What follows belongs to an exercise in optimizing a design on an open flow for small area and a short achievable clock period; a production flow would make more cautious choices.
Only simulation tests tie the RTL to the original design; equivalence was not proved.
No activity file was given, so power comes from the tool's default toggle rates.

==> flow/design.v <==
`timescale 1ns/1ps
module pwm_smoother_top (
	input  logic        clk,
	input  logic        rst_n,
	input  logic        wb_cyc,
	input  logic        wb_stb,
	input  logic        wb_we,
	input  logic [1:0]  wb_adr,
	input  logic [15:0] wb_dat_w,
	output logic [15:0] wb_dat_r,
	output logic        wb_ack,
	output logic        pwm_out
);
	logic        wait_q;        
	logic        sv0;           
	logic        sv0_n;         
	logic        sv1;           
	logic        rst_q;         
	logic        hist_clr;
	logic [2:0]  win_sel;
	logic        pwm_en;
	logic [4:0]  fill;
	logic [15:0] hist [16];     
	logic [19:0] acc;           
	logic [15:0] avg;
	logic [7:0]  cnt;
	logic [7:0]  duty_q;
	logic req, idle, rd_result, wr_sample, wr_ctrl, accept;
	assign req       = wb_cyc && wb_stb;
	assign idle      = !wb_ack && !wait_q;
	assign rd_result = !wb_we && (wb_adr == 2'd2);
	assign wr_sample = wb_we && (wb_adr == 2'd1);
	assign wr_ctrl   = wb_we && (wb_adr == 2'd0);
	assign accept    = idle && req && !(rd_result && sv1);
	always_ff @(posedge clk) begin
		wb_ack   <= accept || (wait_q && rst_n);
		wait_q   <= idle && req && rd_result && sv1;
		sv0      <= accept && wr_sample;
		sv0_n    <= !(accept && wr_sample);
		sv1      <= sv0 && rst_n;
		rst_q    <= !rst_n;
		hist_clr <= accept && wr_ctrl && (wb_dat_w[2:0] != win_sel);
		if (!rst_n) begin
			win_sel <= 3'd0;
			pwm_en  <= 1'b0;
		end else if (accept && wr_ctrl) begin
			win_sel <= wb_dat_w[2:0];
			pwm_en  <= wb_dat_w[4];
		end
	end
	always_ff @(posedge clk) begin
		case (wb_adr)
			2'd0:    wb_dat_r <= {11'd0, pwm_en, 1'b0, win_sel};
			2'd1:    wb_dat_r <= hist[0];
			2'd2:    wb_dat_r <= rst_q ? 16'd0 : avg;
			default: wb_dat_r <= rst_q ? 16'd0 : {11'd0, fill};
		endcase
	end
	always_ff @(posedge clk) begin
		if (idle && req && wr_sample)
			hist[0] <= wb_dat_w;
	end
	always_ff @(posedge clk) begin
		hist[1] <= (wb_dat_r & {16{sv0}}) | (hist[1] & {16{sv0_n}});
		for (int i = 2; i < 16; i++)
			hist[i] <= (hist[i-1] & {16{sv0}}) | (hist[i] & {16{sv0_n}});
	end
	always_ff @(posedge clk) begin
		if (rst_q || hist_clr)
			fill <= 5'd0;
		else if (sv0 && !fill[4])
			fill <= fill + 5'd1;
	end
	logic [2:0]  shift;
	logic [15:0] drop;
	assign shift = win_sel[2] ? 3'd4 : {1'b0, win_sel[1:0]};
	always_comb begin
		case (shift)
			3'd0:    drop = hist[0];
			3'd1:    drop = (fill >= 5'd2) ? hist[1]  : 16'd0;
			3'd2:    drop = (fill >= 5'd4) ? hist[3]  : 16'd0;
			3'd3:    drop = (fill >= 5'd8) ? hist[7]  : 16'd0;
			default: drop = fill[4]        ? hist[15] : 16'd0;
		endcase
	end
	logic [19:0] addend;
	assign addend = sv0 ? {4'd0, hist[0]} : ~{4'd0, drop};
	always_ff @(posedge clk) begin
		if (rst_q || hist_clr)
			acc <= 20'd0;
		else if (sv0 || sv1)
			acc <= acc + addend + {19'd0, !sv0};
	end
	always_ff @(posedge clk) begin
		if (rst_q)
			avg <= 16'd0;
		else if (sv1) begin
			case (shift)
				3'd0:    avg <= acc[15:0];
				3'd1:    avg <= acc[16:1];
				3'd2:    avg <= acc[17:2];
				3'd3:    avg <= acc[18:3];
				default: avg <= acc[19:4];
			endcase
		end
	end
	always_ff @(posedge clk) begin
		if (rst_q) begin
			cnt    <= 8'd1;
			duty_q <= 8'd0;
		end else begin
			cnt <= cnt + 8'd1;
			if (cnt == 8'd255)
				duty_q <= avg[15:8];
		end
		pwm_out <= rst_n && pwm_en && (cnt < duty_q);
	end
endmodule
clock: 18.0 ns
lec_check: 0
cap_margin: 20
core_margin: 2
core_utilization: 40
slew_margin: 20
standard.sh (not shown) runs the stock make flow with config.mk's settings and CLKGATE_MAP_FILE= SYNTH_SCRIPT=/design/flow/synth_recipe.tcl, a recipe that flattens the netlist after the stock synthesis.
==> flow/flow/run.sh <==
#!/bin/bash
set -e
bash standard.sh SETUP_SLACK_MARGIN=14.3 BUFFER_PORTS_ARGS="-buffer_cell sky130_fd_sc_hd__buf_2" finish > standard.log 2>&1
The baseline ran to the end with no violations.
==> next run, changes <==
==> flow/flow/run.sh (replaced) <==
#!/bin/bash
set -e
bash standard.sh SETUP_SLACK_MARGIN=13.4 BUFFER_PORTS_ARGS="-buffer_cell sky130_fd_sc_hd__buf_2" finish > standard.log 2>&1
- CORE_UTILIZATION: 40 -> 75
- CTS_BUF_LIST: unset -> sky130_fd_sc_hd__clkbuf_16
- CTS_CLUSTER_DIAMETER: unset -> 100
- CTS_CLUSTER_SIZE: unset -> 24
Fmax hardly moves.
Synthesized cell count is unchanged.
Final area falls by roughly a tenth.
Register-to-register slack degrades by 0.83 ns.
Power falls by about a fifth.
==> next run, changes <==
==> flow/flow/run.sh (replaced) <==
#!/bin/bash
set -e
bash standard.sh SETUP_SLACK_MARGIN=13.8 BUFFER_PORTS_ARGS="-buffer_cell sky130_fd_sc_hd__buf_2" finish > standard.log 2>&1
- CORE_UTILIZATION: 75 -> 40
- CTS_CLUSTER_DIAMETER: 100 -> 120
- CTS_CLUSTER_SIZE: 24 -> 30
Effect:
- sequential share of layout area fell by 0.64 points
- global-route usage falls by 14 points
- setup slack gets worse by 0.010 ns
- clock skew grows by 0.0038 ns

[re-timing with driven ports]
The flow's constraints put no driver on any port. The routed layouts listed below were extracted and timed again, unchanged, in two steps. Step 1, drivers: a clkbuf_16 drives clk and a buf_2 each remaining input, both assumed. Step 2 times the ports against the registers' clock, not the clock port: input delays grow and output delays shrink by t, the midpoint of the rising clock arrivals with the driver on. Three values: ideal, step 1, step 2; two values: the first two.
| run | shift t [ns] | setup slack, ns | hold slack, ns | clock arrival spread, ns |
|---|---|---|---|---|
| the first run | 0.562 | 13.387 / 13.336 / 13.370 | 0.427 / 0.427 / 0.427 | 0.015 / 0.014 |
| the second run | 0.553 | 13.380 / 13.333 / 12.895 | 0.446 / 0.446 / 0.446 | 0.029 / 0.029 |
| the third run | 0.554 | 13.370 / 13.319 / 13.298 | 0.447 / 0.447 / 0.447 | 0.033 / 0.033 |
After both steps setup and hold are still met in every run listed. The setup slack of the second run, which loses most, moves by -0.047 ns with the drivers and by -0.485 ns with both steps.
